This design comes from an exercise in tuning for small area, a short achievable clock period and few clock cycles per item on the open sky130 flow, not from production work.
The RTL was checked by simulation tests, not by an equivalence proof against the original design.
No activity file was given, so power comes from the tool's default toggle rates.

==> flow/design.v <==
package wavp_pkg;
    localparam int QueueDepth = 2;
    localparam int PosW = 6;
    localparam logic [PosW-1:0] PosSat = 6'd36;
    localparam logic [3:0] ChunkLimitReset = 4'd10;
    localparam logic [31:0] TagRiff = 32'h5249_4646;
    localparam logic [31:0] TagWave = 32'h5741_5645;
    localparam logic [31:0] TagData = 32'h6461_7461;
    localparam logic [2:0] StHeader      = 3'd0;
    localparam logic [2:0] StPayload     = 3'd1;
    localparam logic [2:0] StDone        = 3'd2;
    localparam logic [2:0] StBadRiff     = 3'd3;
    localparam logic [2:0] StBadWave     = 3'd4;
    localparam logic [2:0] StBadChannels = 3'd5;
    localparam logic [2:0] StNoData      = 3'd6;
    localparam logic [2:0] StTruncated   = 3'd7;
    typedef enum logic [3:0] {
        CAP_NONE,
        CAP_FMT_LO,
        CAP_FMT_HI,
        CAP_CH_LO,
        CAP_CH_HI,
        CAP_RATE_0,
        CAP_RATE_1,
        CAP_RATE_2,
        CAP_RATE_3,
        CAP_BITS_LO,
        CAP_BITS_HI
    } cap_sel_t;
    typedef struct packed {
        cap_sel_t cap;
        logic     riff_chk;
        logic     wave_chk;
        logic     chan_chk;
    } byte_class_t;
    typedef struct packed {
        logic [7:0]  data;
        logic        eof;
        byte_class_t cls;
    } entry_t;
    localparam int EntryW = 16;
    typedef enum logic [3:0] {
        PH_HEADER   = 4'b0001,
        PH_WALK     = 4'b0010,
        PH_PAYLOAD  = 4'b0100,
        PH_FINISHED = 4'b1000
    } phase_t;
endpackage
import wavp_pkg::*;
module wavp_front (
    input  logic             clk,
    input  logic             rst_n,
    input  logic             in_valid,
    output logic             in_stall,
    input  logic [7:0]       byte_value,
    input  logic             end_of_file,
    input  logic             queue_full,
    output logic             push,
    output wavp_pkg::entry_t push_entry
);
    logic [PosW-1:0] pos_reg;
    logic [PosW-1:0] pos_next;
    wavp_pkg::byte_class_t     cls;
    assign in_stall = queue_full;
    assign push     = in_valid && !queue_full;
    always_comb
    begin
        cls          = '0;
        cls.cap      = CAP_NONE;
        cls.riff_chk = (pos_reg == 6'd3);
        cls.wave_chk = (pos_reg == 6'd11);
        cls.chan_chk = (pos_reg == 6'd23);
        case (pos_reg)
            6'd20:   cls.cap = CAP_FMT_LO;
            6'd21:   cls.cap = CAP_FMT_HI;
            6'd22:   cls.cap = CAP_CH_LO;
            6'd23:   cls.cap = CAP_CH_HI;
            6'd24:   cls.cap = CAP_RATE_0;
            6'd25:   cls.cap = CAP_RATE_1;
            6'd26:   cls.cap = CAP_RATE_2;
            6'd27:   cls.cap = CAP_RATE_3;
            6'd34:   cls.cap = CAP_BITS_LO;
            6'd35:   cls.cap = CAP_BITS_HI;
            default: cls.cap = CAP_NONE;
        endcase
    end
    assign push_entry = {byte_value, end_of_file, cls};
    always_comb
    begin
        pos_next = pos_reg;
        if (push)
        begin
            if (end_of_file)
                pos_next = '0;
            else if (pos_reg != PosSat)
                pos_next = pos_reg + 1'b1;
        end
    end
    always_ff @(posedge clk or negedge rst_n)
    begin
        if (!rst_n)
            pos_reg <= '0;
        else
            pos_reg <= pos_next;
    end
endmodule
import wavp_pkg::*;
module wavp_queue #(
    parameter int DEPTH = wavp_pkg::QueueDepth
) (
    input  logic             clk,
    input  logic             rst_n,
    input  logic             push,
    input  wavp_pkg::entry_t push_entry,
    input  logic             pop,
    output logic             full,
    output logic             not_empty,
    output wavp_pkg::entry_t head
);
    localparam int PtrW = (DEPTH > 1) ? $clog2(DEPTH) : 1;
    localparam int CntW = $clog2(DEPTH + 1);
    localparam logic [PtrW-1:0] LastPtr = PtrW'(DEPTH - 1);
    localparam logic [CntW-1:0] FullCnt = CntW'(DEPTH);
    logic [wavp_pkg::EntryW-1:0] slots [DEPTH];
    logic [PtrW-1:0] wr_ptr_reg;
    logic [PtrW-1:0] wr_ptr_next;
    logic [PtrW-1:0] rd_ptr_reg;
    logic [PtrW-1:0] rd_ptr_next;
    logic [CntW-1:0] count_reg;
    logic [CntW-1:0] count_next;
    assign full      = (count_reg == FullCnt);
    assign not_empty = (count_reg != '0);
    assign head      = slots[rd_ptr_reg];
    always_comb
    begin
        wr_ptr_next = wr_ptr_reg;
        rd_ptr_next = rd_ptr_reg;
        count_next  = count_reg;
        if (push)
            wr_ptr_next = (wr_ptr_reg == LastPtr) ? '0 : wr_ptr_reg + 1'b1;
        if (pop)
            rd_ptr_next = (rd_ptr_reg == LastPtr) ? '0 : rd_ptr_reg + 1'b1;
        if (push && !pop)
            count_next = count_reg + 1'b1;
        else if (pop && !push)
            count_next = count_reg - 1'b1;
    end
    always_ff @(posedge clk or negedge rst_n)
    begin
        if (!rst_n)
        begin
            wr_ptr_reg <= '0;
            rd_ptr_reg <= '0;
            count_reg  <= '0;
        end
        else
        begin
            wr_ptr_reg <= wr_ptr_next;
            rd_ptr_reg <= rd_ptr_next;
            count_reg  <= count_next;
        end
    end
    always_ff @(posedge clk)
    begin
        if (push)
            slots[wr_ptr_reg] <= push_entry;
    end
endmodule
import wavp_pkg::*;
module wavp_back (
    input  logic             clk,
    input  logic             rst_n,
    input  logic             not_empty,
    input  wavp_pkg::entry_t head,
    output logic             pop,
    input  logic             cfg_valid,
    output logic             cfg_ready,
    input  logic [3:0]       cfg_data,
    output logic             out_valid,
    input  logic             out_stall,
    output logic             payload_valid,
    output logic [7:0]       payload_byte,
    output logic             payload_last,
    output logic [15:0]      audio_format,
    output logic [15:0]      num_channels,
    output logic [31:0]      sample_freq,
    output logic [15:0]      bits_per_sample,
    output logic [31:0]      payload_size,
    output logic [2:0]       status
);
    logic [3:0]  limit_reg;
    wavp_pkg::phase_t      phase_reg, phase_next, phase_cur;
    logic [63:0] shift_reg, shift_next;
    logic [2:0]  hcount_reg, hcount_next;
    logic [31:0] skip_reg, skip_next;
    logic [3:0]  chunks_reg, chunks_next;
    logic [15:0] fmt_reg, fmt_next;
    logic [15:0] ch_reg, ch_next;
    logic [31:0] rate_reg, rate_next;
    logic [15:0] bits_reg, bits_next;
    logic [31:0] remain_reg, remain_next;
    logic [31:0] psize_reg, psize_next;
    logic [2:0]  status_reg, status_next;
    logic        res_valid, res_last;
    logic [31:0] chunk_size;
    logic [3:0]  chunks_dec;
    logic [31:0] remain_dec;
    logic        ovalid_reg;
    logic        pv_reg, plast_reg;
    logic [7:0]  pbyte_reg;
    logic [15:0] ofmt_reg, och_reg, obits_reg;
    logic [31:0] orate_reg, opsize_reg;
    logic [2:0]  ostatus_reg;
    assign pop       = not_empty && (!ovalid_reg || !out_stall);
    assign cfg_ready = 1'b1;
    assign chunks_dec = chunks_reg - 1'b1;
    assign remain_dec = remain_reg - 1'b1;
    assign chunk_size = {head.data, shift_reg[7:0], shift_reg[15:8], shift_reg[23:16]};
    always_comb
    begin
        phase_next  = phase_reg;
        shift_next  = shift_reg;
        hcount_next = hcount_reg;
        skip_next   = skip_reg;
        chunks_next = chunks_reg;
        fmt_next    = fmt_reg;
        ch_next     = ch_reg;
        rate_next   = rate_reg;
        bits_next   = bits_reg;
        remain_next = remain_reg;
        psize_next  = psize_reg;
        status_next = status_reg;
        res_valid   = 1'b0;
        res_last    = 1'b0;
        phase_cur   = phase_reg;
        if (status_reg < StBadRiff)
        begin
            case (head.cls.cap)
                CAP_FMT_LO:  fmt_next[7:0]    = head.data;
                CAP_FMT_HI:  fmt_next[15:8]   = head.data;
                CAP_CH_LO:   ch_next[7:0]     = head.data;
                CAP_CH_HI:   ch_next[15:8]    = head.data;
                CAP_RATE_0:  rate_next[7:0]   = head.data;
                CAP_RATE_1:  rate_next[15:8]  = head.data;
                CAP_RATE_2:  rate_next[23:16] = head.data;
                CAP_RATE_3:  rate_next[31:24] = head.data;
                CAP_BITS_LO: bits_next[7:0]   = head.data;
                CAP_BITS_HI: bits_next[15:8]  = head.data;
                default:     ;
            endcase
        end
        if (head.cls.chan_chk && status_reg < StBadRiff
            && ch_next != 16'd1 && ch_next != 16'd2)
        begin
            phase_cur   = PH_FINISHED;
            phase_next  = PH_FINISHED;
            status_next = StBadChannels;
        end
        case (phase_cur)
            PH_HEADER:
            begin
                shift_next = {shift_reg[55:0], head.data};
                if (head.cls.riff_chk && shift_next[31:0] != TagRiff)
                begin
                    phase_next  = PH_FINISHED;
                    status_next = StBadRiff;
                end
                else if (head.cls.wave_chk)
                begin
                    if (shift_next[31:0] != TagWave)
                    begin
                        phase_next  = PH_FINISHED;
                        status_next = StBadWave;
                    end
                    else
                    begin
                        phase_next  = PH_WALK;
                        shift_next  = '0;
                        hcount_next = '0;
                        skip_next   = '0;
                        chunks_next = limit_reg;
                    end
                end
            end
            PH_WALK:
            begin
                if (skip_reg != '0)
                    skip_next = skip_reg - 1'b1;
                else
                begin
                    shift_next = {shift_reg[55:0], head.data};
                    if (hcount_reg != 3'd7)
                        hcount_next = hcount_reg + 1'b1;
                    else
                    begin
                        hcount_next = '0;
                        if (chunks_reg == '0)
                        begin
                            phase_next  = PH_FINISHED;
                            status_next = StNoData;
                        end
                        else if (shift_next[63:32] == TagData)
                        begin
                            psize_next = chunk_size;
                            if (chunk_size == '0)
                            begin
                                phase_next  = PH_FINISHED;
                                status_next = StDone;
                            end
                            else
                            begin
                                remain_next = chunk_size;
                                phase_next  = PH_PAYLOAD;
                                status_next = StPayload;
                            end
                        end
                        else
                        begin
                            chunks_next = chunks_dec;
                            if (chunks_dec == '0)
                            begin
                                phase_next  = PH_FINISHED;
                                status_next = StNoData;
                            end
                            else
                                skip_next = chunk_size;
                        end
                    end
                end
            end
            PH_PAYLOAD:
            begin
                res_valid   = 1'b1;
                remain_next = remain_dec;
                if (remain_dec == '0)
                begin
                    res_last    = 1'b1;
                    phase_next  = PH_FINISHED;
                    status_next = StDone;
                end
            end
            default: ;
        endcase
        if (head.eof)
        begin
            if (phase_next == PH_HEADER || phase_next == PH_PAYLOAD)
                status_next = StTruncated;
            else if (phase_next == PH_WALK)
                status_next = StNoData;
        end
    end
    always_ff @(posedge clk or negedge rst_n)
    begin
        if (!rst_n)
            limit_reg <= ChunkLimitReset;
        else if (cfg_valid && cfg_ready)
            limit_reg <= cfg_data;
    end
    always_ff @(posedge clk or negedge rst_n)
    begin
        if (!rst_n)
        begin
            phase_reg  <= PH_HEADER;
            shift_reg  <= '0;
            hcount_reg <= '0;
            skip_reg   <= '0;
            chunks_reg <= '0;
            fmt_reg    <= '0;
            ch_reg     <= '0;
            rate_reg   <= '0;
            bits_reg   <= '0;
            remain_reg <= '0;
            psize_reg  <= '0;
            status_reg <= StHeader;
        end
        else if (pop)
        begin
            if (head.eof)
            begin
                phase_reg  <= PH_HEADER;
                shift_reg  <= '0;
                hcount_reg <= '0;
                skip_reg   <= '0;
                chunks_reg <= '0;
                fmt_reg    <= '0;
                ch_reg     <= '0;
                rate_reg   <= '0;
                bits_reg   <= '0;
                remain_reg <= '0;
                psize_reg  <= '0;
                status_reg <= StHeader;
            end
            else
            begin
                phase_reg  <= phase_next;
                shift_reg  <= shift_next;
                hcount_reg <= hcount_next;
                skip_reg   <= skip_next;
                chunks_reg <= chunks_next;
                fmt_reg    <= fmt_next;
                ch_reg     <= ch_next;
                rate_reg   <= rate_next;
                bits_reg   <= bits_next;
                remain_reg <= remain_next;
                psize_reg  <= psize_next;
                status_reg <= status_next;
            end
        end
    end
    always_ff @(posedge clk or negedge rst_n)
    begin
        if (!rst_n)
            ovalid_reg <= 1'b0;
        else if (pop)
            ovalid_reg <= 1'b1;
        else if (!out_stall)
            ovalid_reg <= 1'b0;
    end
    always_ff @(posedge clk)
    begin
        if (pop)
        begin
            pv_reg      <= res_valid;
            pbyte_reg   <= res_valid ? head.data : 8'd0;
            plast_reg   <= res_last;
            ofmt_reg    <= fmt_next;
            och_reg     <= ch_next;
            orate_reg   <= rate_next;
            obits_reg   <= bits_next;
            opsize_reg  <= psize_next;
            ostatus_reg <= status_next;
        end
    end
    assign out_valid       = ovalid_reg;
    assign payload_valid   = pv_reg;
    assign payload_byte    = pbyte_reg;
    assign payload_last    = plast_reg;
    assign audio_format    = ofmt_reg;
    assign num_channels    = och_reg;
    assign sample_freq     = orate_reg;
    assign bits_per_sample = obits_reg;
    assign payload_size    = opsize_reg;
    assign status          = ostatus_reg;
endmodule
import wavp_pkg::*;
module wav_header_chunk_parser #(
    parameter int QUEUE_DEPTH = wavp_pkg::QueueDepth
) (
    input  logic        clk,
    input  logic        rst_n,
    input  logic        in_valid,
    output logic        in_stall,
    input  logic [7:0]  byte_value,
    input  logic        end_of_file,
    input  logic        cfg_valid,
    output logic        cfg_ready,
    input  logic [3:0]  cfg_data,
    output logic        out_valid,
    input  logic        out_stall,
    output logic        payload_valid,
    output logic [7:0]  payload_byte,
    output logic        payload_last,
    output logic [15:0] audio_format,
    output logic [15:0] num_channels,
    output logic [31:0] sample_freq,
    output logic [15:0] bits_per_sample,
    output logic [31:0] payload_size,
    output logic [2:0]  status
);
    logic   push, pop, queue_full, queue_not_empty;
    wavp_pkg::entry_t push_entry, head;
    wavp_front u_front (
        .clk        (clk),
        .rst_n      (rst_n),
        .in_valid   (in_valid),
        .in_stall   (in_stall),
        .byte_value (byte_value),
        .end_of_file(end_of_file),
        .queue_full (queue_full),
        .push       (push),
        .push_entry (push_entry)
    );
    wavp_queue #(
        .DEPTH(QUEUE_DEPTH)
    ) u_queue (
        .clk       (clk),
        .rst_n     (rst_n),
        .push      (push),
        .push_entry(push_entry),
        .pop       (pop),
        .full      (queue_full),
        .not_empty (queue_not_empty),
        .head      (head)
    );
    wavp_back u_back (
        .clk            (clk),
        .rst_n          (rst_n),
        .not_empty      (queue_not_empty),
        .head           (head),
        .pop            (pop),
        .cfg_valid      (cfg_valid),
        .cfg_ready      (cfg_ready),
        .cfg_data       (cfg_data),
        .out_valid      (out_valid),
        .out_stall      (out_stall),
        .payload_valid  (payload_valid),
        .payload_byte   (payload_byte),
        .payload_last   (payload_last),
        .audio_format   (audio_format),
        .num_channels   (num_channels),
        .sample_freq    (sample_freq),
        .bits_per_sample(bits_per_sample),
        .payload_size   (payload_size),
        .status         (status)
    );
endmodule
==> flow/run.sh <==
#!/bin/bash
# synth_recipe.tcl (not shown) runs the flow's synth.tcl, then flattens the netlist and writes it again
# the make line also repeats each setting of config.mk as NAME=value (left out here)
make -C /OpenROAD-flow-scripts/flow DESIGN_CONFIG=/design/flow/config.mk WORK_HOME=/design/flow/orfs CLKGATE_MAP_FILE= SYNTH_SCRIPT=/design/flow/synth_recipe.tcl finish
==> flow/config.mk <==
export PLATFORM = sky130hd
export DESIGN_NAME = wav_header_chunk_parser
export DESIGN_NICKNAME = wav_header_chunk_parser
export VERILOG_FILES = /design/flow/design.v
export SDC_FILE = /design/flow/constraint.sdc
export NUM_CORES = 4
export LEC_CHECK = 0
export CAP_MARGIN = 20
export CORE_MARGIN = 2
export CORE_UTILIZATION = 40
export SLEW_MARGIN = 20
==> flow/constraint.sdc <==
create_clock -name core_clock -period 5.5 [get_ports {clk}]
set_input_delay 1.1000 -clock core_clock [delete_from_list [all_inputs] [get_ports {clk}]]
set_output_delay 1.1000 -clock core_clock [all_outputs]
set_load 0.01 [all_outputs]
==> notes.md <==
==> logic make-up after synthesis <==
kind of cell    count (synthesis)  synth area share [%]
buf+inv                       168                  3.80
flops                         418                  57.7
mux                            34                  1.91
compound gates                570                  19.6
fa+ha+maj                      12                 0.770
simple gates                  609                  15.4
other cells                     1                0.0192
xor+xnor                       17                 0.840
==> worst max path at each step <==
| stage | startpoint | endpoint | slack, ns | cells past startpoint |
|---|---|---|---|---|
| CTS | u_queue.rd_ptr_reg | u_back.opsize_reg[0] | 0.78 | 9 |
| finish | u_queue.rd_ptr_reg | u_back.opsize_reg[0] | 0.85 | 9 |
| global placement | u_queue.rd_ptr_reg | u_back.skip_reg[15] | 0.87 | 11 |
| global route | u_queue.rd_ptr_reg | u_back.opsize_reg[0] | 0.52 | 9 |
| floorplan | out_stall | u_back.remain_reg[22] | 1.30 | 9 |
| detailed placement | u_queue.rd_ptr_reg | u_back.opsize_reg[0] | 0.80 | 9 |
==> placed cells by master, fill, tap and decap left out, types with 19 or more instances in the layout <==
cell type and count:
a21oi_1 87, a22o_1 150, a31oi_1 19, buf_4 34, clkbuf_16 46, clkdlybuf4s50_1 143
dfrtp_1 258, edfxtp_1 157, inv_1 29, nand2_1 221, nand3_1 19, nor2_1 145
nor3_1 55, nor4_1 28, o21ai_0 156, o21ai_1 51
==> metrics by stage <==
stage / hold slack [ns] / cell area, µm² / util [%] / power [W] / cells
after CTS: 0.484 / 23000 / 47.9 / 0.0113 / 2570
after detailed placement: 0.470 / 21500 / 44.8 / 0.00813 / 2487
after floorplan: 0.450 / 19500 / - / 0.00639 / 1829
final: 0.486 / 23000 / 47.9 / 0.0112 / 2570
after global routing: 0.513 / 23000 / 47.9 / 0.0117 / 2570
after global placement: 0.462 / 21500 / 44.8 / 0.00807 / 2487
==> worst max-delay path, delay by kind of cell (launching register included) <==
family / cells / cell delay [ns]
muxes: 2 / 0.78
and+or+nand+nor: 3 / 1.47
AOI/OAI and AO/OA: 4 / 1.14
DFF: 1 / 0.95
==> metal layers <==
layer  GRT usage [%]  part of all wire (%)
met1            32.1                    45
met2            34.3                    46
met3            3.32                   6.1
met4            6.05                   2.2
met5               0                     0
==> cell type report <==
type | instances | area [µm²]
sequential | 418 | 11200
clock inverter | 21 | 231
multi-input combinational | 1243 | 7610
tap | 615 | 769
inverter | 32 | 125
clock buffer | 62 | 1280
fill | 4304 | 25000
timing repair buffer | 179 | 1720
==> power groups by stage <==
stage / combinational [W] / sequential [W] / clock [W]
after floorplan: 0.00178 / 0.00461 / 0
after global placement: 0.00344 / 0.00463 / 0
after detailed placement: 0.00348 / 0.00464 / 0
after CTS: 0.00350 / 0.00459 / 0.00317
after global routing: 0.00376 / 0.00466 / 0.00329
final: 0.00348 / 0.00459 / 0.00310
==> impl_results.md <==
* Clock power frac at between 20% and 30%
* Most frequent cells after synthesis: 258 x dfrtp_1, 221 x nand2_1, 157 x edfxtp_1, 157 x o21ai_0, 150 x a22o_1
* Placed wire-length estimate at 36.3 mm
* Post-placement setup slack at around 0.80 ns
* Peak supply drop at 273 µV
* Avg Vias per Cell at 5.93
* Final ANT Viol Nets at 0
* Nets@finish at 1949
* Die area at 50500 µm²
* Max-Cap Viols at 0
* Min Tclk post-route at 4.65 ns
* Register bit total from synthesis at 418
* Clock transition at path regs at 0.06 ns
* Slowest-stage cell, CP: or4_2
* Post_cts resized at 0
* Initial Utilization at 40.7%
* Slew headroom at ~30%
* Final Setup Violations at 0
* Post-Syn Instances at roughly 1800
* Crit Path Category: register to register
* Worst Max-Slew Pin Slew at 1.03 ns
* Worst reg-to-reg setup slack at 0.85 ns
* Worst skew pair latency at around 0.58 ns
* CTS Hold Buffers Added at 0
* Pwr Density at 486 nW/µm²
* Leading area contributor after synthesis: dfrtp_1
* Total core area at 47900 µm²
* Hold Fails Final Rpt at 0
* Via count at 15200
* TNS Setup at 0 ns
* 1st-iter DRT viols at between 1500 and 2000
* Post-synthesis sequential area ratio at just under 60%
* Net Sw Power at between 0.003 and 0.004 W
* Gpl congestion at roughly 0.9
* Critical path arrival at 4.95 ns
* RSZ-0062 raised after global routing: no
* Syn avg cell area at 10.7 µm²
* All-Layer GR Usage at 22.0%
* Worst r2r path cells at 9
* Worst Path Required at 5.80 ns
* Gate power share at between 30% and 40%
* Top_reg_cell synth: dfrtp_1
* WL final at between 50 and 60 mm
* Area grow syn2layout at 17.9%
* Cell Area, Synth at between 15000 and 20000 µm²
* Synth warn at 3
* Total nets after synthesis at 1859
* Sw Ratio at a little over a third
* Number of global-route vias before repair at 14400
* Fmax at 215 MHz
* Yosys cell types at 94
* DRT Pass-1 Iters at 6
* First-pass GRT wire length at 86.7 mm
* Antenna Cells at 0
* Share of cells above drive strength 1 at 9.41%
* Routed WL per cell at approximately 22 µm
* Post-CTS Setup Bufs at 0
* Post-synth EDFFs at 157
* Total grt overflow at 0
* Setup ws final at between 0.8 and 0.9 ns
* Outcome: timing/DRC/antenna clean
* Worst-case clock skew at ~0.016 ns
* Worst reg2reg endpoint: u_back.opsize_reg[0]
* Clock root cell: clkbuf_16
* Leak at approximately 9.4 nW
* H-tree Lvls at 2
* Clock Tree Buf Depth at 3
* Final cycle utilization of the critical path at between 80% and 90%
* Crit-path max cell delay at ~0.97 ns
* Worst Path Max Fanout at 26
* Yosys top cell area share at between 30% and 40%
* Max reg flops at 56
* Internal power at 0.00723 W
* CP endpoint kind: register
* Sequential Power Share at 41.1%
* DRC at 0
* Most common cell in the netlist: dfrtp_1
* CTS sink count at between 400 and 500
* Worst Hold Class: input port to asynchronous set/reset pin
* Num rows at 80
* Die width at about 220 µm
* Initial antenna violation count at 0
* CP cell instances: mux2i_2 -> o2111ai_2 -> mux2i_2 -> o211ai_2 -> o31ai_4 -> nand2_1 -> or4_2 -> nand2_1 -> o21ai_1
* Area contributors post-synth: dfrtp_1 33%, edfxtp_1 24%, a22o_1 6.7%, nand2_1 4.3%, o21ai_0 4.0%
* CTS buffer count at 45
* Ports at between 100 and 150
* FF-to-FF Start: u_queue.rd_ptr_reg
* Final Max Tran Viols at 0
* Startpoint types: register
* CTS tree: yes
* Largest net degree at the start of global routing at 111
* Async set-reset flop share out of synthesis at a little over three fifths
* Input/output buffers at 144
* Die H at 225 µm
Testbench counts, summed over its fixed seeds: cycles 34,680, items 34,664.

[what the ideal ports hide]
No port has a modelled driver above. Below, the same layout with a new extraction and two added sets of constraints.
Step 1 assumes that a clkbuf_16 drives the clock port and a buf_2 every other input.
Step 2, shift: input delay + t, output delay - t, t = (earliest + latest rising clock arrival at the registers) / 2. This alone moves slack from input paths to output paths.
Three values: ideal, step 1, step 2; two values: the first two.
t, ns: 0.625
slack for setup (ns): 0.846 / 0.846 / 0.846
worst hold slack (ns): 0.486 / 0.486 / 0.486
After both steps this run still meets setup and hold. For this run, drivers alone change the setup slack by 0.000 ns; drivers and shift together by 0.000 ns.
